From an optimization exercise on the open Yosys and OpenROAD flow, aimed at small area, a short achievable clock period and few clock cycles per item; shortcuts taken in it are not production practice. RTL that was checked went through simulation tests only; none was proved equivalent to the original. Function not checked in run 1: the RTL went through the layout flow alone.

## flow/design.v

```verilog
module mul_csa (
    input  wire [13:0] w,
    input  wire [6:0]  one,
    input  wire [6:0]  two,
    input  wire [6:0]  neg,
    output wire [27:0] r0,
    output wire [27:0] r1,
    output wire [27:0] r2
);
    wire t1 = (one[0] & w[0]) ^ neg[0];
    wire t2 = ((one[0] & w[1]) | (two[0] & w[0])) ^ neg[0];
    wire t3 = ((one[0] & w[2]) | (two[0] & w[1])) ^ neg[0];
    wire t4 = ((one[0] & w[3]) | (two[0] & w[2])) ^ neg[0];
    wire t5 = ((one[0] & w[4]) | (two[0] & w[3])) ^ neg[0];
    wire t6 = ((one[0] & w[5]) | (two[0] & w[4])) ^ neg[0];
    wire t7 = ((one[0] & w[6]) | (two[0] & w[5])) ^ neg[0];
    wire t8 = ((one[0] & w[7]) | (two[0] & w[6])) ^ neg[0];
    wire t9 = ((one[0] & w[8]) | (two[0] & w[7])) ^ neg[0];
    wire t10 = ((one[0] & w[9]) | (two[0] & w[8])) ^ neg[0];
    wire t11 = ((one[0] & w[10]) | (two[0] & w[9])) ^ neg[0];
    wire t12 = ((one[0] & w[11]) | (two[0] & w[10])) ^ neg[0];
    wire t13 = ((one[0] & w[12]) | (two[0] & w[11])) ^ neg[0];
    wire t14 = ((one[0] & w[13]) | (two[0] & w[12])) ^ neg[0];
    wire t15 = ~(((one[0] & w[13]) | (two[0] & w[13])) ^ neg[0]);
    wire t16 = (one[1] & w[0]) ^ neg[1];
    wire t17 = ((one[1] & w[1]) | (two[1] & w[0])) ^ neg[1];
    wire t18 = ((one[1] & w[2]) | (two[1] & w[1])) ^ neg[1];
    wire t19 = ((one[1] & w[3]) | (two[1] & w[2])) ^ neg[1];
    wire t20 = ((one[1] & w[4]) | (two[1] & w[3])) ^ neg[1];
    wire t21 = ((one[1] & w[5]) | (two[1] & w[4])) ^ neg[1];
    wire t22 = ((one[1] & w[6]) | (two[1] & w[5])) ^ neg[1];
    wire t23 = ((one[1] & w[7]) | (two[1] & w[6])) ^ neg[1];
    wire t24 = ((one[1] & w[8]) | (two[1] & w[7])) ^ neg[1];
    wire t25 = ((one[1] & w[9]) | (two[1] & w[8])) ^ neg[1];
    wire t26 = ((one[1] & w[10]) | (two[1] & w[9])) ^ neg[1];
    wire t27 = ((one[1] & w[11]) | (two[1] & w[10])) ^ neg[1];
    wire t28 = ((one[1] & w[12]) | (two[1] & w[11])) ^ neg[1];
    wire t29 = ((one[1] & w[13]) | (two[1] & w[12])) ^ neg[1];
    wire t30 = ~(((one[1] & w[13]) | (two[1] & w[13])) ^ neg[1]);
    wire t31 = (one[2] & w[0]) ^ neg[2];
    wire t32 = ((one[2] & w[1]) | (two[2] & w[0])) ^ neg[2];
    wire t33 = ((one[2] & w[2]) | (two[2] & w[1])) ^ neg[2];
    wire t34 = ((one[2] & w[3]) | (two[2] & w[2])) ^ neg[2];
    wire t35 = ((one[2] & w[4]) | (two[2] & w[3])) ^ neg[2];
    wire t36 = ((one[2] & w[5]) | (two[2] & w[4])) ^ neg[2];
    wire t37 = ((one[2] & w[6]) | (two[2] & w[5])) ^ neg[2];
    wire t38 = ((one[2] & w[7]) | (two[2] & w[6])) ^ neg[2];
    wire t39 = ((one[2] & w[8]) | (two[2] & w[7])) ^ neg[2];
    wire t40 = ((one[2] & w[9]) | (two[2] & w[8])) ^ neg[2];
    wire t41 = ((one[2] & w[10]) | (two[2] & w[9])) ^ neg[2];
    wire t42 = ((one[2] & w[11]) | (two[2] & w[10])) ^ neg[2];
    wire t43 = ((one[2] & w[12]) | (two[2] & w[11])) ^ neg[2];
    wire t44 = ((one[2] & w[13]) | (two[2] & w[12])) ^ neg[2];
    wire t45 = ~(((one[2] & w[13]) | (two[2] & w[13])) ^ neg[2]);
    wire t46 = (one[3] & w[0]) ^ neg[3];
    wire t47 = ((one[3] & w[1]) | (two[3] & w[0])) ^ neg[3];
    wire t48 = ((one[3] & w[2]) | (two[3] & w[1])) ^ neg[3];
    wire t49 = ((one[3] & w[3]) | (two[3] & w[2])) ^ neg[3];
    wire t50 = ((one[3] & w[4]) | (two[3] & w[3])) ^ neg[3];
    wire t51 = ((one[3] & w[5]) | (two[3] & w[4])) ^ neg[3];
    wire t52 = ((one[3] & w[6]) | (two[3] & w[5])) ^ neg[3];
    wire t53 = ((one[3] & w[7]) | (two[3] & w[6])) ^ neg[3];
    wire t54 = ((one[3] & w[8]) | (two[3] & w[7])) ^ neg[3];
    wire t55 = ((one[3] & w[9]) | (two[3] & w[8])) ^ neg[3];
    wire t56 = ((one[3] & w[10]) | (two[3] & w[9])) ^ neg[3];
    wire t57 = ((one[3] & w[11]) | (two[3] & w[10])) ^ neg[3];
    wire t58 = ((one[3] & w[12]) | (two[3] & w[11])) ^ neg[3];
    wire t59 = ((one[3] & w[13]) | (two[3] & w[12])) ^ neg[3];
    wire t60 = ~(((one[3] & w[13]) | (two[3] & w[13])) ^ neg[3]);
    wire t61 = (one[4] & w[0]) ^ neg[4];
    wire t62 = ((one[4] & w[1]) | (two[4] & w[0])) ^ neg[4];
    wire t63 = ((one[4] & w[2]) | (two[4] & w[1])) ^ neg[4];
    wire t64 = ((one[4] & w[3]) | (two[4] & w[2])) ^ neg[4];
    wire t65 = ((one[4] & w[4]) | (two[4] & w[3])) ^ neg[4];
    wire t66 = ((one[4] & w[5]) | (two[4] & w[4])) ^ neg[4];
    wire t67 = ((one[4] & w[6]) | (two[4] & w[5])) ^ neg[4];
    wire t68 = ((one[4] & w[7]) | (two[4] & w[6])) ^ neg[4];
    wire t69 = ((one[4] & w[8]) | (two[4] & w[7])) ^ neg[4];
    wire t70 = ((one[4] & w[9]) | (two[4] & w[8])) ^ neg[4];
    wire t71 = ((one[4] & w[10]) | (two[4] & w[9])) ^ neg[4];
    wire t72 = ((one[4] & w[11]) | (two[4] & w[10])) ^ neg[4];
    wire t73 = ((one[4] & w[12]) | (two[4] & w[11])) ^ neg[4];
    wire t74 = ((one[4] & w[13]) | (two[4] & w[12])) ^ neg[4];
    wire t75 = ~(((one[4] & w[13]) | (two[4] & w[13])) ^ neg[4]);
    wire t76 = (one[5] & w[0]) ^ neg[5];
    wire t77 = ((one[5] & w[1]) | (two[5] & w[0])) ^ neg[5];
    wire t78 = ((one[5] & w[2]) | (two[5] & w[1])) ^ neg[5];
    wire t79 = ((one[5] & w[3]) | (two[5] & w[2])) ^ neg[5];
    wire t80 = ((one[5] & w[4]) | (two[5] & w[3])) ^ neg[5];
    wire t81 = ((one[5] & w[5]) | (two[5] & w[4])) ^ neg[5];
    wire t82 = ((one[5] & w[6]) | (two[5] & w[5])) ^ neg[5];
    wire t83 = ((one[5] & w[7]) | (two[5] & w[6])) ^ neg[5];
    wire t84 = ((one[5] & w[8]) | (two[5] & w[7])) ^ neg[5];
    wire t85 = ((one[5] & w[9]) | (two[5] & w[8])) ^ neg[5];
    wire t86 = ((one[5] & w[10]) | (two[5] & w[9])) ^ neg[5];
    wire t87 = ((one[5] & w[11]) | (two[5] & w[10])) ^ neg[5];
    wire t88 = ((one[5] & w[12]) | (two[5] & w[11])) ^ neg[5];
    wire t89 = ((one[5] & w[13]) | (two[5] & w[12])) ^ neg[5];
    wire t90 = ~(((one[5] & w[13]) | (two[5] & w[13])) ^ neg[5]);
    wire t91 = (one[6] & w[0]) ^ neg[6];
    wire t92 = ((one[6] & w[1]) | (two[6] & w[0])) ^ neg[6];
    wire t93 = ((one[6] & w[2]) | (two[6] & w[1])) ^ neg[6];
    wire t94 = ((one[6] & w[3]) | (two[6] & w[2])) ^ neg[6];
    wire t95 = ((one[6] & w[4]) | (two[6] & w[3])) ^ neg[6];
    wire t96 = ((one[6] & w[5]) | (two[6] & w[4])) ^ neg[6];
    wire t97 = ((one[6] & w[6]) | (two[6] & w[5])) ^ neg[6];
    wire t98 = ((one[6] & w[7]) | (two[6] & w[6])) ^ neg[6];
    wire t99 = ((one[6] & w[8]) | (two[6] & w[7])) ^ neg[6];
    wire t100 = ((one[6] & w[9]) | (two[6] & w[8])) ^ neg[6];
    wire t101 = ((one[6] & w[10]) | (two[6] & w[9])) ^ neg[6];
    wire t102 = ((one[6] & w[11]) | (two[6] & w[10])) ^ neg[6];
    wire t103 = ((one[6] & w[12]) | (two[6] & w[11])) ^ neg[6];
    wire t104 = ((one[6] & w[13]) | (two[6] & w[12])) ^ neg[6];
    wire t105 = ~(((one[6] & w[13]) | (two[6] & w[13])) ^ neg[6]);
    wire t106 = t3 ^ t16 ^ neg[1];
    wire t107 = (t3 & t16) | (t3 & neg[1]) | (t16 & neg[1]);
    wire t108 = t4 ^ t17 ^ t107;
    wire t109 = (t4 & t17) | (t4 & t107) | (t17 & t107);
    wire t110 = t5 ^ t18 ^ t31;
    wire t111 = (t5 & t18) | (t5 & t31) | (t18 & t31);
    wire t112 = neg[2] ^ t110 ^ t109;
    wire t113 = (neg[2] & t110) | (neg[2] & t109) | (t110 & t109);
    wire t114 = t6 ^ t19 ^ t32;
    wire t115 = (t6 & t19) | (t6 & t32) | (t19 & t32);
    wire t116 = t111 ^ t114;
    wire t117 = t111 & t114;
    wire t118 = t7 ^ t20 ^ t33;
    wire t119 = (t7 & t20) | (t7 & t33) | (t20 & t33);
    wire t120 = t46 ^ neg[3] ^ t115;
    wire t121 = (t46 & neg[3]) | (t46 & t115) | (neg[3] & t115);
    wire t122 = t118 ^ t117 ^ t120;
    wire t123 = (t118 & t117) | (t118 & t120) | (t117 & t120);
    wire t124 = t8 ^ t21 ^ t34;
    wire t125 = (t8 & t21) | (t8 & t34) | (t21 & t34);
    wire t126 = t47 ^ t119 ^ t124;
    wire t127 = (t47 & t119) | (t47 & t124) | (t119 & t124);
    wire t128 = t121 ^ t126;
    wire t129 = t121 & t126;
    wire t130 = t9 ^ t22 ^ t35;
    wire t131 = (t9 & t22) | (t9 & t35) | (t22 & t35);
    wire t132 = t48 ^ t61 ^ neg[4];
    wire t133 = (t48 & t61) | (t48 & neg[4]) | (t61 & neg[4]);
    wire t134 = t125 ^ t130 ^ t132;
    wire t135 = (t125 & t130) | (t125 & t132) | (t130 & t132);
    wire t136 = t127 ^ t134;
    wire t137 = t127 & t134;
    wire t138 = t10 ^ t23 ^ t36;
    wire t139 = (t10 & t23) | (t10 & t36) | (t23 & t36);
    wire t140 = t49 ^ t62 ^ t131;
    wire t141 = (t49 & t62) | (t49 & t131) | (t62 & t131);
    wire t142 = t133 ^ t138 ^ t135;
    wire t143 = (t133 & t138) | (t133 & t135) | (t138 & t135);
    wire t144 = t11 ^ t24 ^ t37;
    wire t145 = (t11 & t24) | (t11 & t37) | (t24 & t37);
    wire t146 = t50 ^ t63 ^ t76;
    wire t147 = (t50 & t63) | (t50 & t76) | (t63 & t76);
    wire t148 = neg[5] ^ t139 ^ t144;
    wire t149 = (neg[5] & t139) | (neg[5] & t144) | (t139 & t144);
    wire t150 = t146 ^ t141 ^ t148;
    wire t151 = (t146 & t141) | (t146 & t148) | (t141 & t148);
    wire t152 = t12 ^ t25 ^ t38;
    wire t153 = (t12 & t25) | (t12 & t38) | (t25 & t38);
    wire t154 = t51 ^ t64 ^ t77;
    wire t155 = (t51 & t64) | (t51 & t77) | (t64 & t77);
    wire t156 = t145 ^ t147 ^ t152;
    wire t157 = (t145 & t147) | (t145 & t152) | (t147 & t152);
    wire t158 = t154 ^ t149 ^ t156;
    wire t159 = (t154 & t149) | (t154 & t156) | (t149 & t156);
    wire t160 = t13 ^ t26 ^ t39;
    wire t161 = (t13 & t26) | (t13 & t39) | (t26 & t39);
    wire t162 = t52 ^ t65 ^ t78;
    wire t163 = (t52 & t65) | (t52 & t78) | (t65 & t78);
    wire t164 = t91 ^ neg[6] ^ t153;
    wire t165 = (t91 & neg[6]) | (t91 & t153) | (neg[6] & t153);
    wire t166 = t155 ^ t160 ^ t162;
    wire t167 = (t155 & t160) | (t155 & t162) | (t160 & t162);
    wire t168 = t157 ^ t164 ^ t166;
    wire t169 = (t157 & t164) | (t157 & t166) | (t164 & t166);
    wire t170 = t14 ^ t27 ^ t40;
    wire t171 = (t14 & t27) | (t14 & t40) | (t27 & t40);
    wire t172 = t53 ^ t66 ^ t79;
    wire t173 = (t53 & t66) | (t53 & t79) | (t66 & t79);
    wire t174 = t92 ^ t161 ^ t163;
    wire t175 = (t92 & t161) | (t92 & t163) | (t161 & t163);
    wire t176 = t170 ^ t172 ^ t165;
    wire t177 = (t170 & t172) | (t170 & t165) | (t172 & t165);
    wire t178 = t167 ^ t174;
    wire t179 = t167 & t174;
    wire t180 = t15 ^ t28 ^ t41;
    wire t181 = (t15 & t28) | (t15 & t41) | (t28 & t41);
    wire t182 = t54 ^ t67 ^ t80;
    wire t183 = (t54 & t67) | (t54 & t80) | (t67 & t80);
    wire t184 = t93 ^ 1'b1 ^ t171;
    wire t185 = (t93 & 1'b1) | (t93 & t171) | (1'b1 & t171);
    wire t186 = t173 ^ t180 ^ t182;
    wire t187 = (t173 & t180) | (t173 & t182) | (t180 & t182);
    wire t188 = t175 ^ t184 ^ t186;
    wire t189 = (t175 & t184) | (t175 & t186) | (t184 & t186);
    wire t190 = t29 ^ t42 ^ t55;
    wire t191 = (t29 & t42) | (t29 & t55) | (t42 & t55);
    wire t192 = t68 ^ t81 ^ t94;
    wire t193 = (t68 & t81) | (t68 & t94) | (t81 & t94);
    wire t194 = 1'b1 ^ t181 ^ t183;
    wire t195 = (1'b1 & t181) | (1'b1 & t183) | (t181 & t183);
    wire t196 = t190 ^ t192 ^ t185;
    wire t197 = (t190 & t192) | (t190 & t185) | (t192 & t185);
    wire t198 = t187 ^ t194;
    wire t199 = t187 & t194;
    wire t200 = t30 ^ t43 ^ t56;
    wire t201 = (t30 & t43) | (t30 & t56) | (t43 & t56);
    wire t202 = t69 ^ t82 ^ t95;
    wire t203 = (t69 & t82) | (t69 & t95) | (t82 & t95);
    wire t204 = t191 ^ t193 ^ t200;
    wire t205 = (t191 & t193) | (t191 & t200) | (t193 & t200);
    wire t206 = t202 ^ t195 ^ t204;
    wire t207 = (t202 & t195) | (t202 & t204) | (t195 & t204);
    wire t208 = t44 ^ t57 ^ t70;
    wire t209 = (t44 & t57) | (t44 & t70) | (t57 & t70);
    wire t210 = t83 ^ t96 ^ 1'b1;
    wire t211 = (t83 & t96) | (t83 & 1'b1) | (t96 & 1'b1);
    wire t212 = t201 ^ t203 ^ t208;
    wire t213 = (t201 & t203) | (t201 & t208) | (t203 & t208);
    wire t214 = t210 ^ t205 ^ t212;
    wire t215 = (t210 & t205) | (t210 & t212) | (t205 & t212);
    wire t216 = t45 ^ t58 ^ t71;
    wire t217 = (t45 & t58) | (t45 & t71) | (t58 & t71);
    wire t218 = t84 ^ t97 ^ t209;
    wire t219 = (t84 & t97) | (t84 & t209) | (t97 & t209);
    wire t220 = t211 ^ t216 ^ t213;
    wire t221 = (t211 & t216) | (t211 & t213) | (t216 & t213);
    wire t222 = t59 ^ t72 ^ t85;
    wire t223 = (t59 & t72) | (t59 & t85) | (t72 & t85);
    wire t224 = t98 ^ 1'b1 ^ t217;
    wire t225 = (t98 & 1'b1) | (t98 & t217) | (1'b1 & t217);
    wire t226 = t222 ^ t219 ^ t224;
    wire t227 = (t222 & t219) | (t222 & t224) | (t219 & t224);
    wire t228 = t60 ^ t73 ^ t86;
    wire t229 = (t60 & t73) | (t60 & t86) | (t73 & t86);
    wire t230 = t99 ^ t223 ^ t228;
    wire t231 = (t99 & t223) | (t99 & t228) | (t223 & t228);
    wire t232 = t225 ^ t230;
    wire t233 = t225 & t230;
    wire t234 = t74 ^ t87 ^ t100;
    wire t235 = (t74 & t87) | (t74 & t100) | (t87 & t100);
    wire t236 = 1'b1 ^ t229 ^ t234;
    wire t237 = (1'b1 & t229) | (1'b1 & t234) | (t229 & t234);
    wire t238 = t231 ^ t236;
    wire t239 = t231 & t236;
    wire t240 = t75 ^ t88 ^ t101;
    wire t241 = (t75 & t88) | (t75 & t101) | (t88 & t101);
    wire t242 = t235 ^ t240 ^ t237;
    wire t243 = (t235 & t240) | (t235 & t237) | (t240 & t237);
    wire t244 = t89 ^ t102 ^ 1'b1;
    wire t245 = (t89 & t102) | (t89 & 1'b1) | (t102 & 1'b1);
    wire t246 = t241 ^ t244;
    wire t247 = t241 & t244;
    wire t248 = t90 ^ t103 ^ t245;
    wire t249 = (t90 & t103) | (t90 & t245) | (t103 & t245);
    wire t250 = t104 ^ 1'b1 ^ t249;
    wire t251 = (t104 & 1'b1) | (t104 & t249) | (1'b1 & t249);
    assign r0[0] = t1;
    assign r0[1] = t2;
    assign r0[2] = t106;
    assign r0[3] = t108;
    assign r0[4] = t112;
    assign r0[5] = t113;
    assign r0[6] = t122;
    assign r0[7] = t123;
    assign r0[8] = t129;
    assign r0[9] = t140;
    assign r0[10] = t143;
    assign r0[11] = t151;
    assign r0[12] = t159;
    assign r0[13] = t169;
    assign r0[14] = t177;
    assign r0[15] = t189;
    assign r0[16] = t197;
    assign r0[17] = t207;
    assign r0[18] = t218;
    assign r0[19] = t221;
    assign r0[20] = t227;
    assign r0[21] = t233;
    assign r0[22] = t239;
    assign r0[23] = t243;
    assign r0[24] = t247;
    assign r0[25] = t250;
    assign r0[26] = t105;
    assign r0[27] = 1'b1;
    assign r1[0] = neg[0];
    assign r1[1] = 1'b0;
    assign r1[2] = 1'b0;
    assign r1[3] = 1'b0;
    assign r1[4] = 1'b0;
    assign r1[5] = t116;
    assign r1[6] = 1'b0;
    assign r1[7] = t128;
    assign r1[8] = t136;
    assign r1[9] = t137;
    assign r1[10] = t150;
    assign r1[11] = t158;
    assign r1[12] = t168;
    assign r1[13] = t176;
    assign r1[14] = t179;
    assign r1[15] = t196;
    assign r1[16] = t199;
    assign r1[17] = t214;
    assign r1[18] = t215;
    assign r1[19] = t226;
    assign r1[20] = t232;
    assign r1[21] = t238;
    assign r1[22] = t242;
    assign r1[23] = t246;
    assign r1[24] = t248;
    assign r1[25] = 1'b0;
    assign r1[26] = t251;
    assign r1[27] = 1'b0;
    assign r2[0] = 1'b0;
    assign r2[1] = 1'b0;
    assign r2[2] = 1'b0;
    assign r2[3] = 1'b0;
    assign r2[4] = 1'b0;
    assign r2[5] = 1'b0;
    assign r2[6] = 1'b0;
    assign r2[7] = 1'b0;
    assign r2[8] = 1'b0;
    assign r2[9] = t142;
    assign r2[10] = 1'b0;
    assign r2[11] = 1'b0;
    assign r2[12] = 1'b0;
    assign r2[13] = t178;
    assign r2[14] = t188;
    assign r2[15] = t198;
    assign r2[16] = t206;
    assign r2[17] = 1'b0;
    assign r2[18] = t220;
    assign r2[19] = 1'b0;
    assign r2[20] = 1'b0;
    assign r2[21] = 1'b0;
    assign r2[22] = 1'b0;
    assign r2[23] = 1'b0;
    assign r2[24] = 1'b0;
    assign r2[25] = 1'b0;
    assign r2[26] = 1'b0;
    assign r2[27] = 1'b0;
endmodule
`timescale 1ns/1ps
`default_nettype none
module matvec3
(
    input  logic               clk,
    input  logic               reset,
    input  logic               input_valid,
    output logic               input_ready,
    input  logic signed [13:0] input_data,
    output logic               output_valid,
    input  logic               output_ready,
    output logic signed [27:0] output_data
);
    logic [3:0]         ph;        
    logic signed [13:0] ring [12];
    logic signed [13:0] ring0_d;
    logic signed [13:0] x_n;       
    logic [6:0]         one_q;     
    logic [6:0]         two_q;
    logic [6:0]         neg_q;
    logic [3:0]         wc;
    logic               active;    
    logic [3:0]         pi;        
    logic [1:0]         pc;        
    logic [1:0]         xl;        
    logic               fire_d;
    logic               first_d;
    logic               last_d;
    logic [27:0]        s_q;
    logic [27:0]        c_q;
    logic [27:0]        e_q;
    logic [27:0]        acc;
    logic [27:0]        s_d;
    logic [27:0]        c_d;
    logic [27:0]        e_d;
    logic [3:0]         pi_ph;     
    logic [3:0]         ph_n;
    logic [3:0]         wc_n;
    logic               active_n;
    logic [3:0]         pi_n;
    logic [1:0]         pc_n;
    logic [1:0]         xl_n;
    logic               ready_n;
    logic accept;
    logic fire;
    logic cancel;
    logic retire;
    function automatic logic slot_free(input logic [3:0] w, input logic act,
                                       input logic [3:0] p);
        if (w < 4'd9)       slot_free = !act || (p > w);
        else if (w == 4'd9) slot_free = !act;
        else                slot_free = 1'b1;
    endfunction
    assign accept      = input_valid && input_ready;
    assign pi_ph       = (pi < 4'd2) ? pi + 4'd10 : pi - 4'd2;
    assign cancel      = fire_d && first_d && output_valid && !output_ready;
    assign retire      = fire_d && !cancel;
    assign fire        = active && (ph == pi_ph) && (xl > pc) && !cancel;
    assign output_data = acc;
    always_comb begin
        ph_n     = (ph == 4'd11) ? 4'd0 : ph + 4'd1;
        wc_n     = wc;
        active_n = active;
        pi_n     = pi;
        pc_n     = pc;
        xl_n     = xl;
        if (accept) begin
            wc_n = (wc == 4'd11) ? 4'd0 : wc + 4'd1;
            if (wc == 4'd9) begin
                active_n = 1'b1;
                pi_n     = '0;
                pc_n     = '0;
                xl_n     = 2'd1;
            end else if (wc > 4'd9) begin
                xl_n = xl + 2'd1;
            end
        end
        if (fire) begin
            pi_n = pi + 4'd1;
            pc_n = (pc == 2'd2) ? 2'd0 : pc + 2'd1;
            if (pi == 4'd8) active_n = 1'b0;
        end else if (cancel) begin
            pi_n = pi - 4'd1;
            pc_n = '0;
        end
        ready_n = (ph_n == wc_n) && slot_free(wc_n, active_n, pi_n);
    end
    assign ring0_d = accept ? input_data : ring[11];
    always_comb begin
        if (ph >= 4'd9)      x_n = ring0_d;
        else if (ph <= 4'd2) x_n = ring[2];
        else                 x_n = ring[5];
    end
    logic [14:0] x_ext;
    assign x_ext = {x_n, 1'b0};
    always_ff @(posedge clk) begin
        for (int k = 0; k < 7; k++) begin
            logic b2, b1, b0;
            b2 = x_ext[2*k+2];
            b1 = x_ext[2*k+1];
            b0 = x_ext[2*k];
            one_q[k] <= b1 ^ b0;
            two_q[k] <= (b2 & !b1 & !b0) | (!b2 & b1 & b0);
            neg_q[k] <= b2;
        end
    end
    mul_csa mul_i (
        .w  (ring[9]),
        .one(one_q),
        .two(two_q),
        .neg(neg_q),
        .r0 (s_d),
        .r1 (c_d),
        .r2 (e_d)
    );
    always_ff @(posedge clk) begin
        ring[0] <= ring0_d;
        for (int k = 1; k < 12; k++) ring[k] <= ring[k-1];
        s_q     <= s_d;
        c_q     <= c_d;
        e_q     <= e_d;
        first_d <= (pc == 2'd0);
        last_d  <= (pc == 2'd2);
    end
    logic [27:0] a_m;
    assign a_m = first_d ? 28'd0 : acc;
    always_ff @(posedge clk) begin
        if (retire) begin
            acc <= a_m + s_q + c_q + e_q;
        end
    end
    always_ff @(posedge clk) begin
        if (reset) begin
            ph           <= '0;
            wc           <= '0;
            active       <= 1'b0;
            pi           <= '0;
            pc           <= '0;
            xl           <= '0;
            fire_d       <= 1'b0;
            input_ready  <= 1'b1;
            output_valid <= 1'b0;
        end else begin
            ph           <= ph_n;
            wc           <= wc_n;
            active       <= active_n;
            pi           <= pi_n;
            pc           <= pc_n;
            xl           <= xl_n;
            fire_d       <= fire;
            input_ready  <= ready_n;
            if (retire && last_d)   output_valid <= 1'b1;
            else if (output_ready)  output_valid <= 1'b0;
        end
    end
endmodule
`default_nettype wire
```

## flow/constraint.sdc

```tcl
create_clock -name core_clock -period 7.0 [get_ports {clk}]
set_input_delay 1.4000 -clock core_clock [delete_from_list [all_inputs] [get_ports {clk}]]
set_output_delay 1.4000 -clock core_clock [all_outputs]
set_load 0.01 [all_outputs]
```

## flow/run.sh

```bash
#!/bin/bash
# synth_recipe.tcl (not shown) runs the flow's synth.tcl, then flattens the netlist and writes it again
# the make line also repeats each setting of config.mk as NAME=value (left out here)
make -C /OpenROAD-flow-scripts/flow DESIGN_CONFIG=/design/flow/config.mk WORK_HOME=/design/flow/orfs CLKGATE_MAP_FILE= SYNTH_SCRIPT=/design/flow/synth_recipe.tcl finish
```

## flow/config.mk

```make
export PLATFORM = sky130hd
export DESIGN_NAME = matvec3
export DESIGN_NICKNAME = matvec3
export VERILOG_FILES = /design/flow/design.v
export SDC_FILE = /design/flow/constraint.sdc
export NUM_CORES = 4
export LEC_CHECK = 0
export ABC_AREA = 1
export CAP_MARGIN = 20
export CORE_MARGIN = 2
export CORE_UTILIZATION = 40
export CTS_BUF_LIST = sky130_fd_sc_hd__clkbuf_4
export CTS_CLUSTER_SIZE = 40
export SETUP_SLACK_MARGIN = 4.1
export SLEW_MARGIN = 20
```

==> impl_metrics.env, run 1 <==
export IMPL_status="no timing/DRC/antenna violations"
export IMPL_dpl_hpwl_um=22900
export IMPL_area_delta_synth_final_pct=24.3
export IMPL_ys_flop_type="dfxtp_1"
export IMPL_start_util=0.405
export IMPL_maxCapViolCount=0
export IMPL_finalHoldViolCount=0
export IMPL_synthMuxAreaShare=0.000716
export IMPL_cp_endpoint="acc[19]$_DFFE_PP_"
export IMPL_pre_cts_ws_ns=2.74
export IMPL_cpPeakStageDelay_ns=0.46
export IMPL_cts_buffers=76
export IMPL_drtPass1Iterations=5
export IMPL_synth_compound_area_frac=0.0901
export IMPL_met3_length_um=1600
export IMPL_finalWeightedCongestion=0.893
export IMPL_viasPerCell=4.84
export IMPL_setup_violations_final=0
export IMPL_cp_required_ns=7.51
export IMPL_reg2reg_from="first_d$_DFF_P_"
export IMPL_finalSetupTns_ns=0
export IMPL_multiInputGateArea_um2=7960
export IMPL_post_route_util=0.504
export IMPL_coreArea_um2=34500
export IMPL_relSlewSlack=0.385
export IMPL_r2r_end="acc[19]$_DFFE_PP_"
export IMPL_async_flop_share=0
export IMPL_wl_met2_um=15500
export IMPL_wl_met1_um=15000
export IMPL_grt_setup_unrepaired="yes"
export IMPL_antenna_found_initial=1
export IMPL_ys_warn_count=3
export IMPL_clk_latency_ns=0.69
export IMPL_track_usage=0.183
export IMPL_gr_total_overflow=0
export IMPL_slew_viol_final=0
export IMPL_setup_slack_ns=4.13
export IMPL_nets=1781
export IMPL_synth_nets=1655
export IMPL_crit_fanout=6
export IMPL_critPathKind="reg -> reg"
export IMPL_yosysSeqAreaShare=0.440
export IMPL_min_period_ns=2.87
export IMPL_via_count=10200
export IMPL_timing_fmax_ghz=0.348
export IMPL_regArea_um2=6160
export IMPL_n_fill_cell=3205
export IMPL_critPathSlowestCell="fa_2"
export IMPL_synth_area_um2=14000
export IMPL_clock_skew_ns=0.0389
export IMPL_detail_route_wl_per_cell_um=15.8
export IMPL_tritoncts="yes"
export IMPL_synthXorXnorAreaFrac=0.0840
export IMPL_crit_path_cell_trace="buf_12 -> buf_4 -> nor2_4 -> fa_2 -> ha_4 -> ha_4 -> nand2_4 -> nor2_4 -> nand2_2 -> inv_2 -> nand4_1 -> nand3_2 -> xor2_1"
export IMPL_die_h_um=191
export IMPL_synth_edf_count=28
export IMPL_avgSynthCellArea_um2=9.50
export IMPL_row_count=68
export IMPL_clock_root_buffer="clkbuf_4"
export IMPL_portBuffers=47
export IMPL_hold_path_class="reg -> reg"
export IMPL_synth_top_family_by_area="adder cells"
export IMPL_htreeDepth=3
export IMPL_clk_pin_slew_ns=0.07
export IMPL_layout_common_cells="dfxtp_1, inv_1, nand2_1"
export IMPL_holdBufCountCts=0
export IMPL_syn_inst=1471
export IMPL_clkSinkCount=293
export IMPL_grt_max_degree=29
export IMPL_drc_errors=0
export IMPL_final_common_cell="dfxtp_1"
export IMPL_ys_types=39
export IMPL_top_layer="met4"
export IMPL_die_width_um=191
export IMPL_start_kind="flip-flop"
export IMPL_drive_above_1_share=0.226
export IMPL_critPathLaunch="first_d$_DFF_P_"
export IMPL_io_pins=48
export IMPL_reg2reg_setup_slack_ns=4.13
export IMPL_ant_nets=0
export IMPL_clockBufferDepth=3
export IMPL_totalWireLength_um=33200
export IMPL_critPathArrivalTime_ns=3.39
export IMPL_r2r_cells=13
export IMPL_hold_path_startpoint="ring[6][0]$_DFF_P_"
export IMPL_ys_ff_latch=293
export IMPL_grt_pass1_wl_um=52500
export IMPL_synth_fa_ha_area_frac=0.193
export IMPL_drt_iter0_markers=537
export IMPL_grt_pass1_vias=10300
export IMPL_die_area_um2=36400
export IMPL_worstMarginPinSlew_ns=0.919
export IMPL_synthSimpleGateAreaFrac=0.118
export IMPL_fin_crit_sh=0.410
export IMPL_end_kind="flip-flop"
-- per-stage QoR --
stage | hold WS [ns] | std cells | cell area [µm²]
floorplan | 0.310 | 1471 | 14000
global placement | 0.310 | 1926 | 14800
detailed placement | 0.312 | 1926 | 14800
CTS | 0.314 | 2075 | 16600
global route | 0.314 | 2102 | 17400
finish | 0.315 | 2102 | 17400
-- registers in the layout, indices dropped and copies added (netlist names) --
register and cells:
two_q 7, s_q 27, active 1, acc 28, pi 4, c_q 21
ph 4, neg_q 7, first_d 1, fire_d 1, last_d 1, output_valid 1
ring 168, input_ready 1, one_q 7, wc 4, xl 2, e_q 6
pc 2
-- worst max-delay path, delay by kind of cell, from the launching register on --
family	cells	cell delay, ns
flip-flops	1	0.36
AND/OR/NAND/NOR	6	0.74
adder cells (fa/ha/maj)	3	1.04
buffers and inverters	3	0.38
XOR/XNOR	1	0.18
-- cell type report --
type / instances / area share
diodes: 1 / 0.000144
clock buffers: 96 / 0.0415
clock inverters: 31 / 0.0109
inverters: 217 / 0.0489
multi-input cells: 913 / 0.459
flip-flops and latches: 293 / 0.355
well taps: 455 / 0.0328
repair buffers: 96 / 0.0522
-- per-layer routing --
metal | GRT usage | vias to the layer above
met5 | 0 | -
met4 | 0.0704 | 0
met3 | 0.0393 | 79
met2 | 0.301 | 285
met1 | 0.235 | 4802
li1 | - | 5009
-- cell families (layout without fill, tap and decap cells) --
kind of cell	Yosys count	after routing
buf+inv	266	440
fa+ha+maj	166	166
xor+xnor	134	134
mux	1	1
other cells	0	1
compound gates	209	209
flops	293	293
simple gates	402	403
-- synth_stat cells, types with 2 or more instances --
master | number | area [µm²]
a211oi_1 | 3 | 22.5
a21boi_0 | 3 | 22.5
a21o_1 | 3 | 22.5
a21oi_1 | 40 | 200
a21oi_2 | 5 | 43.8
buf_1 | 3 | 11.3
buf_2 | 7 | 35.0
buf_6 | 3 | 33.8
clkbuf_1 | 35 | 131
clkinv_1 | 3 | 11.3
dfxtp_1 | 265 | 5310
edfxtp_1 | 28 | 841
fa_1 | 82 | 1640
ha_1 | 84 | 1050
inv_1 | 208 | 781
inv_2 | 6 | 22.5
nand2_1 | 185 | 694
nand3_1 | 42 | 210
nand4_1 | 15 | 93.8
nor2_1 | 138 | 518
nor3_1 | 4 | 20.0
nor4_1 | 2 | 12.5
o21a_1 | 2 | 15.0
o21ai_0 | 46 | 230
o21ai_1 | 2 | 10.0
o21ai_2 | 8 | 70.1
o21bai_1 | 4 | 30.0
o22ai_1 | 91 | 569
or2_2 | 12 | 75.1
xnor2_1 | 12 | 105
xor2_1 | 122 | 1070
-- how the worst min path moves through the flow --
| stage | to | cells past startpoint |
|---|---|---|
| 6_report | ring[7][0]$_DFF_P_ | 0 |
| 5_1_grt | ring[7][0]$_DFF_P_ | 0 |
| 4_1_cts | ring[5][5]$_DFF_P_ | 0 |
| 3_3_place_gp | ring[9][5]$_DFF_P_ | 0 |
| 2_1_floorplan | ring[11][0]$_DFF_P_ | 0 |
| 3_5_place_dp | ring[7][3]$_DFF_P_ | 0 |
-- what timing repair did --
item / in CTS / in global routing
buffers inserted: 19 / 26
pin swaps: 39 / 67
endpoints found under the setup margin: 63 / 21
gates resized for setup: 182 / 104
cloned: 3 / 0
hold endpoints to repair: 0 / 0
==> inputs of run 2 (changes only) <==
--- a/flow/design.v
+++ b/flow/design.v
@@ -344,4 +344,159 @@
     assign r2[27] = 1'b0;
 endmodule
+module acc_add (
+    input  wire [27:0] a,
+    input  wire [27:0] r0,
+    input  wire [27:0] r1,
+    input  wire [27:0] r2,
+    output wire [27:0] y
+);
+    wire [27:0] x0;
+    wire [27:0] x1;
+    wire v1 = r0[9] ^ r1[9];
+    wire v2 = r0[9] & r1[9];
+    wire v3 = r0[10] ^ r1[10];
+    wire v4 = r0[10] & r1[10];
+    wire v5 = r0[11] ^ r1[11];
+    wire v6 = r0[11] & r1[11];
+    wire v7 = r0[12] ^ r1[12];
+    wire v8 = r0[12] & r1[12];
+    wire v9 = r0[13] ^ r1[13] ^ r2[13];
+    wire v10 = (r0[13] & r1[13]) | (r0[13] & r2[13]) | (r1[13] & r2[13]);
+    wire v11 = r0[14] ^ r1[14] ^ r2[14];
+    wire v12 = (r0[14] & r1[14]) | (r0[14] & r2[14]) | (r1[14] & r2[14]);
+    wire v13 = r0[15] ^ r1[15] ^ r2[15];
+    wire v14 = (r0[15] & r1[15]) | (r0[15] & r2[15]) | (r1[15] & r2[15]);
+    wire v15 = r0[16] ^ r1[16] ^ r2[16];
+    wire v16 = (r0[16] & r1[16]) | (r0[16] & r2[16]) | (r1[16] & r2[16]);
+    wire v17 = r0[17] ^ r1[17];
+    wire v18 = r0[17] & r1[17];
+    wire v19 = r0[18] ^ r1[18] ^ r2[18];
+    wire v20 = (r0[18] & r1[18]) | (r0[18] & r2[18]) | (r1[18] & r2[18]);
+    wire v21 = r0[19] ^ r1[19];
+    wire v22 = r0[19] & r1[19];
+    wire v23 = r0[20] ^ r1[20];
+    wire v24 = r0[20] & r1[20];
+    wire v25 = r0[21] ^ r1[21];
+    wire v26 = r0[21] & r1[21];
+    wire v27 = r0[22] ^ r1[22];
+    wire v28 = r0[22] & r1[22];
+    wire v29 = r0[23] ^ r1[23];
+    wire v30 = r0[23] & r1[23];
+    wire v31 = r0[24] ^ r1[24];
+    wire v32 = r0[24] & r1[24];
+    wire v33 = r0[0] ^ r1[0];
+    wire v34 = r0[0] & r1[0];
+    wire v35 = r0[1] ^ a[1];
+    wire v36 = r0[1] & a[1];
+    wire v37 = r0[2] ^ a[2];
+    wire v38 = r0[2] & a[2];
+    wire v39 = r0[3] ^ a[3];
+    wire v40 = r0[3] & a[3];
+    wire v41 = r0[4] ^ a[4];
+    wire v42 = r0[4] & a[4];
+    wire v43 = r0[5] ^ r1[5] ^ a[5];
+    wire v44 = (r0[5] & r1[5]) | (r0[5] & a[5]) | (r1[5] & a[5]);
+    wire v45 = r0[6] ^ a[6];
+    wire v46 = r0[6] & a[6];
+    wire v47 = r0[7] ^ r1[7] ^ a[7];
+    wire v48 = (r0[7] & r1[7]) | (r0[7] & a[7]) | (r1[7] & a[7]);
+    wire v49 = r0[8] ^ r1[8] ^ a[8];
+    wire v50 = (r0[8] & r1[8]) | (r0[8] & a[8]) | (r1[8] & a[8]);
+    wire v51 = r2[9] ^ a[9] ^ v1;
+    wire v52 = (r2[9] & a[9]) | (r2[9] & v1) | (a[9] & v1);
+    wire v53 = a[10] ^ v2 ^ v3;
+    wire v54 = (a[10] & v2) | (a[10] & v3) | (v2 & v3);
+    wire v55 = a[11] ^ v4 ^ v5;
+    wire v56 = (a[11] & v4) | (a[11] & v5) | (v4 & v5);
+    wire v57 = a[12] ^ v6 ^ v7;
+    wire v58 = (a[12] & v6) | (a[12] & v7) | (v6 & v7);
+    wire v59 = a[13] ^ v8 ^ v9;
+    wire v60 = (a[13] & v8) | (a[13] & v9) | (v8 & v9);
+    wire v61 = a[14] ^ v10 ^ v11;
+    wire v62 = (a[14] & v10) | (a[14] & v11) | (v10 & v11);
+    wire v63 = a[15] ^ v12 ^ v13;
+    wire v64 = (a[15] & v12) | (a[15] & v13) | (v12 & v13);
+    wire v65 = a[16] ^ v14 ^ v15;
+    wire v66 = (a[16] & v14) | (a[16] & v15) | (v14 & v15);
+    wire v67 = a[17] ^ v16 ^ v17;
+    wire v68 = (a[17] & v16) | (a[17] & v17) | (v16 & v17);
+    wire v69 = a[18] ^ v18 ^ v19;
+    wire v70 = (a[18] & v18) | (a[18] & v19) | (v18 & v19);
+    wire v71 = a[19] ^ v20 ^ v21;
+    wire v72 = (a[19] & v20) | (a[19] & v21) | (v20 & v21);
+    wire v73 = a[20] ^ v22 ^ v23;
+    wire v74 = (a[20] & v22) | (a[20] & v23) | (v22 & v23);
+    wire v75 = a[21] ^ v24 ^ v25;
+    wire v76 = (a[21] & v24) | (a[21] & v25) | (v24 & v25);
+    wire v77 = a[22] ^ v26 ^ v27;
+    wire v78 = (a[22] & v26) | (a[22] & v27) | (v26 & v27);
+    wire v79 = a[23] ^ v28 ^ v29;
+    wire v80 = (a[23] & v28) | (a[23] & v29) | (v28 & v29);
+    wire v81 = a[24] ^ v30 ^ v31;
+    wire v82 = (a[24] & v30) | (a[24] & v31) | (v30 & v31);
+    wire v83 = r0[25] ^ a[25] ^ v32;
+    wire v84 = (r0[25] & a[25]) | (r0[25] & v32) | (a[25] & v32);
+    wire v85 = r0[26] ^ r1[26] ^ a[26];
+    wire v86 = (r0[26] & r1[26]) | (r0[26] & a[26]) | (r1[26] & a[26]);
+    wire v87 = 1'b1 ^ a[27];
+    wire v88 = 1'b1 & a[27];
+    assign x0[0] = a[0];
+    assign x1[0] = v33;
+    assign x0[1] = v34;
+    assign x1[1] = v35;
+    assign x0[2] = v36;
+    assign x1[2] = v37;
+    assign x0[3] = v38;
+    assign x1[3] = v39;
+    assign x0[4] = v40;
+    assign x1[4] = v41;
+    assign x0[5] = v42;
+    assign x1[5] = v43;
+    assign x0[6] = v44;
+    assign x1[6] = v45;
+    assign x0[7] = v46;
+    assign x1[7] = v47;
+    assign x0[8] = v48;
+    assign x1[8] = v49;
+    assign x0[9] = v50;
+    assign x1[9] = v51;
+    assign x0[10] = v52;
+    assign x1[10] = v53;
+    assign x0[11] = v54;
+    assign x1[11] = v55;
+    assign x0[12] = v56;
+    assign x1[12] = v57;
+    assign x0[13] = v58;
+    assign x1[13] = v59;
+    assign x0[14] = v60;
+    assign x1[14] = v61;
+    assign x0[15] = v62;
+    assign x1[15] = v63;
+    assign x0[16] = v64;
+    assign x1[16] = v65;
+    assign x0[17] = v66;
+    assign x1[17] = v67;
+    assign x0[18] = v68;
+    assign x1[18] = v69;
+    assign x0[19] = v70;
+    assign x1[19] = v71;
+    assign x0[20] = v72;
+    assign x1[20] = v73;
+    assign x0[21] = v74;
+    assign x1[21] = v75;
+    assign x0[22] = v76;
+    assign x1[22] = v77;
+    assign x0[23] = v78;
+    assign x1[23] = v79;
+    assign x0[24] = v80;
+    assign x1[24] = v81;
+    assign x0[25] = v82;
+    assign x1[25] = v83;
+    assign x0[26] = v84;
+    assign x1[26] = v85;
+    assign x0[27] = v86;
+    assign x1[27] = v87;
+    assign y = x0 + x1;
+endmodule
 `timescale 1ns/1ps
 `default_nettype none
@@ -470,7 +625,15 @@
     logic [27:0] a_m;
     assign a_m = first_d ? 28'd0 : acc;
+    logic [27:0] sum;
+    acc_add add_i (
+        .a  (a_m),
+        .r0 (s_q),
+        .r1 (c_q),
+        .r2 (e_q),
+        .y  (sum)
+    );
     always_ff @(posedge clk) begin
         if (retire) begin
-            acc <= a_m + s_q + c_q + e_q;
+            acc <= sum;
         end
     end
--- a/flow/config.mk
+++ b/flow/config.mk
@@ -10,5 +10,5 @@
 export CORE_MARGIN = 2
 export CORE_UTILIZATION = 40
-export CTS_BUF_LIST = sky130_fd_sc_hd__clkbuf_4
+export CTS_BUF_LIST = sky130_fd_sc_hd__clkbuf_8
 export CTS_CLUSTER_SIZE = 40
 export SETUP_SLACK_MARGIN = 4.1
==> run 2 against run 1 <==
  * Largest cell class unchanged
  * Global-route usage is 0.15 points lower
  * Still clean on timing, DRC and antenna
  * Critical path type unchanged
  * Routed wire length is 1.2% lower
  * Sequential share of layout area increased by 1.4 points
  * Synthesized cell count increased by 5.3%
  * Register-to-register slack improved by 0.07 ns
  * Clock-buffer cell count down 37
  * Area after synthesis grew 2.2%
==> impl_metrics.env, run 2 <==
export IMPL_crit_fanout=11
export IMPL_r2r_cells=6
export IMPL_multiInputGateArea_um2=7280
export IMPL_grt_max_degree=29
export IMPL_synth_most_common_cell="dfxtp_1"
export IMPL_finalWeightedCongestion=0.879
export IMPL_start_util=0.403
export IMPL_track_usage=0.182
export IMPL_drt_iter0_markers=676
export IMPL_grt_busiest_layer="met2"
export IMPL_finalHoldViolCount=0
export IMPL_die_width_um=193
export IMPL_clk_pin_slew_ns=0.07
export IMPL_via_count=10100
export IMPL_totalWireLength_um=32800
export IMPL_ant_nets=0
export IMPL_gr_total_overflow=0
export IMPL_clock_skew_ns=0.0310
export IMPL_synth_area_um2=14300
export IMPL_portBuffers=47
export IMPL_yosysSeqAreaShare=0.430
export IMPL_maxCapViolCount=0
export IMPL_viasPerCell=4.78
export IMPL_regArea_um2=6160
export IMPL_met3_usage=0.0256
export IMPL_synth_nets=1725
export IMPL_setup_violations_final=0
export IMPL_clk_latency_ns=0.58
export IMPL_diodes=0
export IMPL_area_delta_synth_final_pct=17.0
export IMPL_drtPass1Iterations=6
export IMPL_grt_setup_unrepaired="yes"
export IMPL_clock_root_buffer="clkbuf_8"
export IMPL_io_pins=48
export IMPL_regMostFlops="ring"
export IMPL_yosys_area_top_type="dfxtp_1"
export IMPL_tritoncts="yes"
export IMPL_avgSynthCellArea_um2=9.22
export IMPL_ys_flop_type="dfxtp_1"
export IMPL_relSlewSlack=0.513
export IMPL_ys_ff_latch=293
export IMPL_clockBufferDepth=3
export IMPL_hold_path_class="reg -> reg"
export IMPL_critPathSlowestCell="dfxtp_2"
export IMPL_synth_edf_count=28
export IMPL_end_kind="flip-flop"
export IMPL_grt_pass1_wl_um=53100
export IMPL_setup_slack_ns=4.20
export IMPL_critPathKind="reg -> reg"
export IMPL_worstMarginPinSlew_ns=0.729
export IMPL_ys_types=44
export IMPL_cp_top_family="adder cells"
export IMPL_holdBufCountCts=0
export IMPL_fin_crit_sh=0.401
export IMPL_ys_warn_count=3
export IMPL_synth_top_cells_by_count="dfxtp_1, inv_1, nand2_1, xor2_1, nor2_1"
export IMPL_detail_route_wl_per_cell_um=15.5
export IMPL_largest_register_ffs=168
export IMPL_synth_top_area_share=0.372
export IMPL_die_area_um2=37200
export IMPL_start_kind="flip-flop"
export IMPL_drive_above_1_share=0.144
export IMPL_final_common_cell="dfxtp_1"
export IMPL_path_common_cell="fa_1"
export IMPL_grt_pass1_vias=10200
export IMPL_min_period_ns=2.80
export IMPL_n_fill_cell=3419
export IMPL_reg_largest_list="ring (168), acc (28), s_q (27)"
export IMPL_pre_cts_ws_ns=3.15
export IMPL_timing_fmax_ghz=0.357
export IMPL_row_count=69
export IMPL_cts_buffers=47
export IMPL_coreArea_um2=35400
export IMPL_finalSetupTns_ns=0
export IMPL_layout_common_cells="dfxtp_1, inv_1, nand2_1"
export IMPL_cp_required_ns=7.43
export IMPL_crit_path_cell_trace="clkinv_1 -> xor2_1 -> fa_1 -> inv_1 -> fa_1 -> fa_1"
export IMPL_htreeDepth=2
export IMPL_clkSinkCount=293
export IMPL_syn_inst=1549
export IMPL_status="no timing/DRC/antenna violations"
export IMPL_antenna_found_initial=0
export IMPL_die_h_um=193
export IMPL_critPathArrivalTime_ns=3.24
export IMPL_worstHoldPathCells=0
export IMPL_yosys_top_cells_area="dfxtp_1, fa_1, xor2_1"
export IMPL_slew_viol_final=0
export IMPL_grt_util_met2=0.293
export IMPL_dpl_hpwl_um=24400
export IMPL_grt_use_met1=0.249
export IMPL_worst_path_buf_inv=2
export IMPL_drc_errors=0
export IMPL_async_flop_share=0
export IMPL_cpPeakStageDelay_ns=0.56
export IMPL_nets=1788
export IMPL_cp_depth=6
-- run 2: cell types whose count changed in the layout (fill, tap and decap cells not counted), moves of 27 or more --
cell / change
clkbuf_4: -96
ha_4: -35
nand3_1: +32
clkbuf_8: +59
inv_1: +58
nand2_1: +78
nor2_1: -30
buf_4: -27
-- run 2: stage by stage --
step           instance area (µm²)  hold WS, ns  instances  utilization
5_1_grt                      16700        0.319       2112        0.472
4_1_cts                      16300        0.304       2100        0.461
3_3_place_gp                 15100        0.310       2010        0.428
3_5_place_dp                 15100        0.312       2010        0.428
2_1_floorplan                14300        0.310       1549            -
6_report                     16700        0.309       2112        0.472
-- run 2: path summary, 6_finish.rpt --
| check | startpoint | to | slack [ns] |
|---|---|---|---|
| min | ring[10][13]$_DFF_P_ | ring[11][13]$_DFF_P_ | 0.31 |
| min reg2reg | ring[10][13]$_DFF_P_ | ring[11][13]$_DFF_P_ | 0.31 |
| max reg2reg | neg_q[3]$_DFF_P_ | add_i.r1[12]$_DFF_P_ | 4.20 |
| max | neg_q[3]$_DFF_P_ | add_i.r1[12]$_DFF_P_ | 4.20 |
-- run 2: kinds of logic after synthesis --
| logic type | Yosys count | share of synthesized area |
|---|---|---|
| AO/OA/AOI/OAI | 197 | 0.0859 |
| flip-flops | 293 | 0.430 |
| XOR/XNOR | 131 | 0.0809 |
| adder cells (fa/ha/maj) | 158 | 0.181 |
| buffers and inverters | 319 | 0.0868 |
| AND/OR/NAND/NOR | 451 | 0.135 |
-- run 2: routing by layer --
metal	share of wire	wire length, µm	vias to the layer above
met5	0	0	-
met4	0.029	952	0
met3	0.046	1510	70
met2	0.45	14800	275
met1	0.48	15600	4711
li1	-	-	5049
-- run 2: what timing repair did --
action	in CTS	in global routing
pin swaps	2	16
setup endpoints to repair	53	30
cloned	1	1
resized for setup	61	88
setup buffers	1	11
-- run 2: worst reg2reg max path: cells and delay by family (launching register included) --
family | cells | cell delay [ns]
xor+xnor | 1 | 0.27
fa+ha+maj | 3 | 1.44
buf+inv | 2 | 0.41
flops | 1 | 0.56
-- run 2: cell type report --
cell class / instances / share of cell area
Clock buffer: 59 / 0.0486
Tap cell: 461 / 0.0345
Clock inverter: 29 / 0.0154
Multi-Input combinational cell: 938 / 0.436
Timing Repair inverter: 1 / 0.000450
Inverter: 270 / 0.0620
Sequential cell: 293 / 0.369
Timing Repair Buffer: 61 / 0.0337
Testbench counts of run 2, summed over its fixed seeds: cycles 4,680, items 1,152.
==> inputs of run 3 (changes only) <==
--- a/flow/config.mk
+++ b/flow/config.mk
@@ -10,5 +10,5 @@
 export CORE_MARGIN = 2
 export CORE_UTILIZATION = 40
-export CTS_BUF_LIST = sky130_fd_sc_hd__clkbuf_8
+export CTS_BUF_LIST = sky130_fd_sc_hd__clkbuf_4
 export CTS_CLUSTER_SIZE = 40
 export SETUP_SLACK_MARGIN = 4.1
==> run 3 against run 2 <==
  * First-iteration DRC count grew 7.8%
  * Still clean on timing, DRC and antenna
  * Largest cell class unchanged
  * Critical path depth grew 11
  * Routed wire length rose by 1.0%
  * Highest routed layer unchanged
  * Design area shrank 0.56%
  * Register-to-register slack is essentially flat
==> impl_metrics.env, run 3 <==
export IMPL_ys_ff_latch=293
export IMPL_syn_inst=1549
export IMPL_timing_fmax_ghz=0.324
export IMPL_nets=1818
export IMPL_drtPass1Iterations=6
export IMPL_final_common_cell="dfxtp_1"
export IMPL_grt_setup_unrepaired="yes"
export IMPL_die_h_um=193
export IMPL_synth_nets=1725
export IMPL_critPathSlowestCell="clkdlybuf4s50_1"
export IMPL_ant_nets=0
export IMPL_antenna_found_initial=1
export IMPL_placed_area_um2=15100
export IMPL_ys_types=44
export IMPL_totalWireLength_um=33100
export IMPL_cts_buffers=75
export IMPL_status="no timing/DRC/antenna violations"
export IMPL_hold_path_class="reg -> reg"
export IMPL_tritoncts="yes"
export IMPL_clkSinkCount=293
export IMPL_synth_top_family_by_area="adder cells"
export IMPL_grt_pass1_vias=10600
export IMPL_avgSynthCellArea_um2=9.22
export IMPL_ys_warn_count=3
export IMPL_cp_required_ns=7.60
export IMPL_drt_iter0_markers=729
export IMPL_cp_top_family="simple AND/OR/NAND/NOR gates"
export IMPL_die_width_um=193
export IMPL_path_common_cell="nand2_1"
export IMPL_clock_skew_ns=0.0792
export IMPL_end_kind="flip-flop"
export IMPL_drive_above_1_share=0.160
export IMPL_fin_crit_sh=0.441
export IMPL_async_flop_share=0
export IMPL_crit_path_cell_trace="clkdlybuf4s50_1 -> nand2_8 -> nor2_4 -> nand2_1 -> nand3_1 -> nand2_1 -> o21ai_1 -> inv_1 -> ha_1 -> a21oi_1 -> o21ai_1 -> o21ai_1 -> nand2_1 -> nand2_1 -> nand3_1 -> nand2_1 -> inv_1"
export IMPL_die_area_um2=37200
export IMPL_io_pins=48
export IMPL_critPathArrivalTime_ns=3.68
export IMPL_synth_top_area_share=0.372
export IMPL_grt_util_met2=0.296
export IMPL_finalHoldViolCount=0
export IMPL_worstMarginPinSlew_ns=0.720
export IMPL_yosysSeqAreaShare=0.430
export IMPL_grt_use_met1=0.246
export IMPL_synth_compound_area_frac=0.0859
export IMPL_cpPeakStageDelay_ns=0.63
export IMPL_slew_viol_final=0
export IMPL_via_count=10300
export IMPL_clk_pin_slew_ns=0.07
export IMPL_synthSimpleGateAreaFrac=0.135
export IMPL_gr_total_overflow=0
export IMPL_synth_edf_count=28
export IMPL_final_area_um2=16600
export IMPL_setup_violations_final=0
export IMPL_crit_fanout=26
export IMPL_clockBufferDepth=3
export IMPL_synth_top_cells_by_count="dfxtp_1, inv_1, nand2_1, xor2_1, nor2_1"
export IMPL_worst_path_buf_inv=3
export IMPL_synthMuxAreaShare=0
export IMPL_ys_flop_type="dfxtp_1"
export IMPL_dpl_hpwl_um=24400
export IMPL_grt_max_degree=29
export IMPL_synth_area_um2=14300
export IMPL_synth_most_common_cell="dfxtp_1"
export IMPL_met3_usage=0.0362
export IMPL_finalWeightedCongestion=0.879
export IMPL_start_kind="input port"
export IMPL_critPathKind="in -> reg"
export IMPL_regMostFlops="ring"
export IMPL_row_count=69
export IMPL_coreArea_um2=35400
export IMPL_grt_busiest_layer="met2"
export IMPL_maxCapViolCount=0
export IMPL_clock_root_buffer="clkbuf_4"
export IMPL_area_delta_synth_final_pct=16.3
export IMPL_reg_largest_list="ring (168), acc (28), s_q (27)"
export IMPL_synthXorXnorAreaFrac=0.0809
export IMPL_n_fill_cell=3443
export IMPL_drc_errors=0
export IMPL_portBuffers=47
export IMPL_yosys_top_cells_area="dfxtp_1, fa_1, xor2_1"
export IMPL_relSlewSlack=0.519
export IMPL_start_util=0.403
export IMPL_min_period_ns=3.08
export IMPL_htreeDepth=3
export IMPL_grt_pass1_wl_um=54100
export IMPL_yosys_area_top_type="dfxtp_1"
export IMPL_viasPerCell=4.80
export IMPL_layout_common_cells="dfxtp_1, inv_1, nand2_1"
export IMPL_synth_fa_ha_area_frac=0.181
export IMPL_track_usage=0.186
export IMPL_clk_latency_ns=0.72
export IMPL_largest_register_ffs=168
export IMPL_finalSetupTns_ns=0
export IMPL_detail_route_wl_per_cell_um=15.4
[run 3: cell count changes in the layout (fill, tap and decap cells not counted), moves of 3 or more]
cell / before / now
buf_4: 13 / 16
ha_2: 11 / 2
clkinv_2: 9 / 6
clkbuf_4: 0 / 102
ha_4: 7 / 11
clkbuf_8: 59 / 0
ha_1: 59 / 64
inv_1: 253 / 241
clkinv_1: 3 / 17
dlymetal6s2s_1: 5 / 1
[run 3: timing repair]
action                                  CTS  global route
hold buffers                              0             0
endpoints found under the setup margin   56            31
gates cloned                              1             0
buffers inserted                          4            11
hold endpoints to repair                  0             0
pin swaps                                 2            15
resized for setup                        60            88
[run 3: final cells by class]
class	instances	area (µm²)	share of cell area
multi-input cells	937	7310	0.440
flip-flops and latches	293	6160	0.371
inverters	270	1040	0.0624
clock buffers	102	766	0.0461
repair buffers	64	579	0.0349
well taps	461	577	0.0347
clock inverters	25	163	0.00979
repair inverters	1	7.51	0.000452
diodes	1	2.50	0.000151
[run 3: worst reg2reg max path, stage by stage (launching register included)]
cell and delay, ns:
dfxtp_2 0.61, clkinvlp_4 0.37, xor2_1 0.25, fa_1 0.49, inv_1 0.05, fa_1 0.49
fa_1 0.41
[run 3: worst paths after layout]
kind / start / to / slack, ns / cells after the start
worst max-delay path: input_valid / input_ready$_SDFF_PP1_ / 3.92 / 17
worst max register to register: neg_q[5]$_DFF_P_ / add_i.r1[12]$_DFF_P_ / 4.19 / 6
worst min register to register: ring[6][4]$_DFF_P_ / ring[7][4]$_DFF_P_ / 0.28 / 0
worst min-delay path: ring[6][4]$_DFF_P_ / ring[7][4]$_DFF_P_ / 0.28 / 0
[run 3: cells by family (layout without fill, tap and decap cells)]
family          Yosys count  after routing
compound gates          197            197
flops                   293            293
simple gates            451            451
other cells               0              1
fa+ha+maj               158            158
buf+inv                 319            462
xor+xnor                131            131
[run 3: routing by layer]
metal	part of all wire	vias to the layer above	routed length (µm)
met5	0	-	0
li1	-	5132	-
met4	0.033	0	1100
met1	0.46	4819	15400
met3	0.049	90	1630
met2	0.45	293	15000
[run 3: stage by stage]
stage / util / cells / hold slack [ns] / setup WS, ns
2_1_floorplan: - / 1549 / 0.310 / 4.08
3_3_place_gp: 0.428 / 2010 / 0.310 / 3.20
3_5_place_dp: 0.428 / 2010 / 0.312 / 3.15
4_1_cts: 0.457 / 2142 / 0.272 / 3.88
5_1_grt: 0.469 / 2154 / 0.286 / 3.81
6_report: 0.469 / 2154 / 0.284 / 3.92
==> inputs of run 4 (changes only) <==
==> flow/flow/run.sh (new file) <==
#!/bin/bash
# The standard layout (standard.sh) with two changes:
# - clock tree synthesis adds no dummy loads to balance the tree;
# - the port buffers are buf_1 cells.
set -o pipefail
export CTS_ARGS="-sink_clustering_enable -repair_clock_nets -sink_clustering_size 40 -buf_list sky130_fd_sc_hd__clkbuf_8 -dont_use_dummy_load"
export BUFFER_PORTS_ARGS="-buffer_cell sky130_fd_sc_hd__buf_1"
bash standard.sh > standard.log 2>&1
==> flow/standard.sh (new file) <==
#!/bin/bash
# synth_recipe.tcl (not shown) runs the flow's synth.tcl, then flattens the netlist and writes it again
# the make line also repeats each setting of config.mk as NAME=value (left out here)
make -C /OpenROAD-flow-scripts/flow DESIGN_CONFIG=/design/flow/config.mk WORK_HOME=/design/flow/orfs CLKGATE_MAP_FILE= SYNTH_SCRIPT=/design/flow/synth_recipe.tcl "${@:-finish}"
--- a/flow/config.mk
+++ b/flow/config.mk
@@ -10,6 +10,6 @@
 export CORE_MARGIN = 2
 export CORE_UTILIZATION = 40
-export CTS_BUF_LIST = sky130_fd_sc_hd__clkbuf_4
+export CTS_BUF_LIST = sky130_fd_sc_hd__clkbuf_8
 export CTS_CLUSTER_SIZE = 40
-export SETUP_SLACK_MARGIN = 4.1
+export SETUP_SLACK_MARGIN = 4.3
 export SLEW_MARGIN = 20
removed: flow/run.sh
==> run 4 against run 3 <==
  * Register-to-register slack gained 0.03 ns
  * Global-route usage shrank 0.33 points
  * Highest routed layer unchanged
  * Setup slack gained 0.31 ns
  * Critical path depth shrank 7
  * Maximum frequency grew 11%
  * Routed wire length grew 5.7%
  * Non-clock buffer count grew 97
  * Via count grew 3.7%
==> impl_metrics.env, run 4 <==
export IMPL_status="no timing/DRC/antenna violations"
export IMPL_cpPeakStageDelay_ns=0.55
export IMPL_start_kind="flip-flop"
export IMPL_synth_top_area_share=0.372
export IMPL_largest_register_ffs=168
export IMPL_gr_total_overflow=0
export IMPL_finalHoldViolCount=0
export IMPL_drt_iter0_markers=697
export IMPL_reg_largest_list="ring (168), acc (28), s_q (27)"
export IMPL_grt_setup_unrepaired="yes"
export IMPL_cp_endpoint="acc[20]$_DFFE_PP_"
export IMPL_cp_required_ns=7.29
export IMPL_grt_max_degree=29
export IMPL_avgSynthCellArea_um2=9.22
export IMPL_drtPass1Iterations=5
export IMPL_row_count=69
export IMPL_nets=1896
export IMPL_viasPerCell=4.92
export IMPL_maxCapViolCount=0
export IMPL_fin_crit_sh=0.397
export IMPL_syn_inst=1549
export IMPL_regMostFlops="ring"
export IMPL_synth_top_cells_by_count="dfxtp_1, inv_1, nand2_1, xor2_1, nor2_1"
export IMPL_r2r_cells=10
export IMPL_synth_nets=1725
export IMPL_hold_path_class="reg -> reg"
export IMPL_r2r_end="acc[20]$_DFFE_PP_"
export IMPL_setup_violations_final=0
export IMPL_ys_flop_type="dfxtp_1"
export IMPL_layout_common_cells="dfxtp_1, nand2_1, inv_1"
export IMPL_start_util=0.403
export IMPL_portBuffers=47
export IMPL_coreArea_um2=35400
export IMPL_async_flop_share=0
export IMPL_synth_area_um2=14300
export IMPL_totalWireLength_um=35000
export IMPL_crit_path_cell_trace="fa_1 -> fa_1 -> ha_4 -> nand2_4 -> nor4_4 -> nand2_1 -> nand2_2 -> nand2_2 -> nand3_1 -> nand2_1"
export IMPL_detail_route_wl_per_cell_um=16.1
export IMPL_via_count=10700
export IMPL_instances_no_fill=2179
export IMPL_die_width_um=193
export IMPL_critPathSlowestCell="fa_1"
export IMPL_clk_latency_ns=0.56
export IMPL_synth_edf_count=28
export IMPL_clock_root_buffer="clkbuf_8"
export IMPL_reg2reg_from="s_q[14]$_DFF_P_"
export IMPL_min_period_ns=2.78
export IMPL_dp_cells=2010
export IMPL_drc_errors=0
export IMPL_critPathArrivalTime_ns=3.06
export IMPL_pre_cts_ws_ns=3.51
export IMPL_die_h_um=193
export IMPL_antenna_found_initial=0
export IMPL_setup_slack_ns=4.22
export IMPL_area_delta_synth_final_pct=23.0
export IMPL_clkSinkCount=293
export IMPL_final_common_cell="dfxtp_1"
export IMPL_yosys_top_cells_area="dfxtp_1, fa_1, xor2_1"
export IMPL_dpl_hpwl_um=24000
export IMPL_yosysSeqAreaShare=0.430
export IMPL_ant_nets=0
export IMPL_slew_viol_final=0
export IMPL_tritoncts="yes"
export IMPL_reg2reg_setup_slack_ns=4.22
export IMPL_io_pins=48
export IMPL_end_kind="flip-flop"
export IMPL_die_area_um2=37200
export IMPL_track_usage=0.182
export IMPL_clk_pin_slew_ns=0.06
export IMPL_holdBufCountCts=0
export IMPL_critPathLaunch="s_q[14]$_DFF_P_"
export IMPL_grt_pass1_wl_um=53600
export IMPL_critPathKind="reg -> reg"
export IMPL_crit_fanout=4
export IMPL_clock_skew_ns=0.0280
export IMPL_ys_warn_count=3
export IMPL_synth_most_common_cell="dfxtp_1"
export IMPL_cts_buffers=47
export IMPL_worstMarginPinSlew_ns=0.855
export IMPL_finalWeightedCongestion=0.898
export IMPL_grt_pass1_vias=10300
export IMPL_finalSetupTns_ns=0
export IMPL_timing_fmax_ghz=0.360
export IMPL_diodes=0
export IMPL_yosys_area_top_type="dfxtp_1"
export IMPL_clockBufferDepth=3
export IMPL_relSlewSlack=0.430
export IMPL_ys_types=44
export IMPL_ys_ff_latch=293
export IMPL_drive_above_1_share=0.260
export IMPL_htreeDepth=2
run 4: cell families (layout without fill, tap and decap cells):
logic type,count (synthesis),in the layout,synth area share
AO/OA/AOI/OAI,197,197,0.0859
XOR/XNOR,131,131,0.0809
adder cells (fa/ha/maj),158,158,0.181
buffers and inverters,319,487,0.0868
flip-flops,293,293,0.430
AND/OR/NAND/NOR,451,452,0.135
run 4: cell type report:
| class | instances | area, µm² |
|---|---|---|
| clock buffers | 47 | 647 |
| fillers | 3214 | 17800 |
| repair inverters | 9 | 60.1 |
| well taps | 461 | 577 |
| flip-flops and latches | 293 | 6220 |
| repair buffers | 161 | 1130 |
| inverters | 270 | 1130 |
| multi-input cells | 938 | 7790 |
run 4: worst min-delay path by stage:
stage	startpoint	end	slack (ns)	cells after the start
4_1_cts	ring[4][9]$_DFF_P_	ring[5][9]$_DFF_P_	0.31	0
3_5_place_dp	ring[0][6]$_DFF_P_	ring[1][6]$_DFF_P_	0.31	0
5_1_grt	ring[4][9]$_DFF_P_	ring[5][9]$_DFF_P_	0.32	0
2_1_floorplan	ring[10][0]$_DFF_P_	ring[11][0]$_DFF_P_	0.31	0
6_report	ring[4][9]$_DFF_P_	ring[5][9]$_DFF_P_	0.31	0
3_3_place_gp	ring[8][13]$_DFF_P_	ring[9][13]$_DFF_P_	0.31	0
run 4: worst max-delay path: cells and delay by family, from the launching register on:
family	cells	cell delay (ns)
flip-flops	1	0.32
AND/OR/NAND/NOR	7	0.85
adder cells (fa/ha/maj)	3	1.35
run 4: repair_timing:
| item | CTS | global route |
|---|---|---|
| gates cloned | 2 | 9 |
| setup buffers | 32 | 79 |
| resized for setup | 131 | 160 |
| setup endpoints to repair | 37 | 36 |
| pin swaps | 26 | 49 |
run 4: per-layer routing:
metal,wire length (µm),up-vias,track usage
met4,1360,0,0.0693
met2,15900,392,0.290
met3,2250,113,0.0346
met1,15500,4989,0.247
met5,0,-,0
li1,-,5226,-
run 4: metrics by stage:
stage / utilization / instance area, µm² / hold WS [ns]
final: 0.496 / 17600 / 0.308
after global routing: 0.496 / 17600 / 0.315
after CTS: 0.461 / 16300 / 0.313
after detailed placement: 0.420 / 14900 / 0.312
after global placement: 0.420 / 14900 / 0.310
after floorplan: - / 14300 / 0.310

[what the ideal ports hide]
How much do the figures lean on ideal ports? The routed layouts below were timed once more, with nothing changed but the port constraints. Step 1 sets driving cells, clkbuf_16 on the clock port and buf_2 on the other inputs (assumed; they add their load-dependent delay and slew). Step 2 times the ports against the registers' clock, not the clock port: input delays grow and output delays shrink by t, the midpoint of the rising clock arrivals with the driver on. a / b / c = ideal / step 1 / step 2; a / b = the first two.
| run | t (ns) | setup WS [ns] | hold slack, ns | worst setup path after step 2 |
|---|---|---|---|---|
| run 1 | 0.716 | 4.130 / 4.109 / 3.480 | 0.315 / 0.315 / 0.315 | input to register |
| run 2 | 0.613 | 4.196 / 4.196 / 3.689 | 0.309 / 0.309 / 0.309 | input to register |
| run 3 | 0.728 | 3.915 / 3.939 / 3.211 | 0.284 / 0.284 / 0.284 | input to register |
| run 4 | 0.597 | 4.224 / 4.224 / 3.778 | 0.308 / 0.308 / 0.308 | input to register |
After both steps every run listed still meets setup and hold. The setup slack of run 3, which loses most, moves by +0.024 ns with the drivers and by -0.704 ns with both steps.
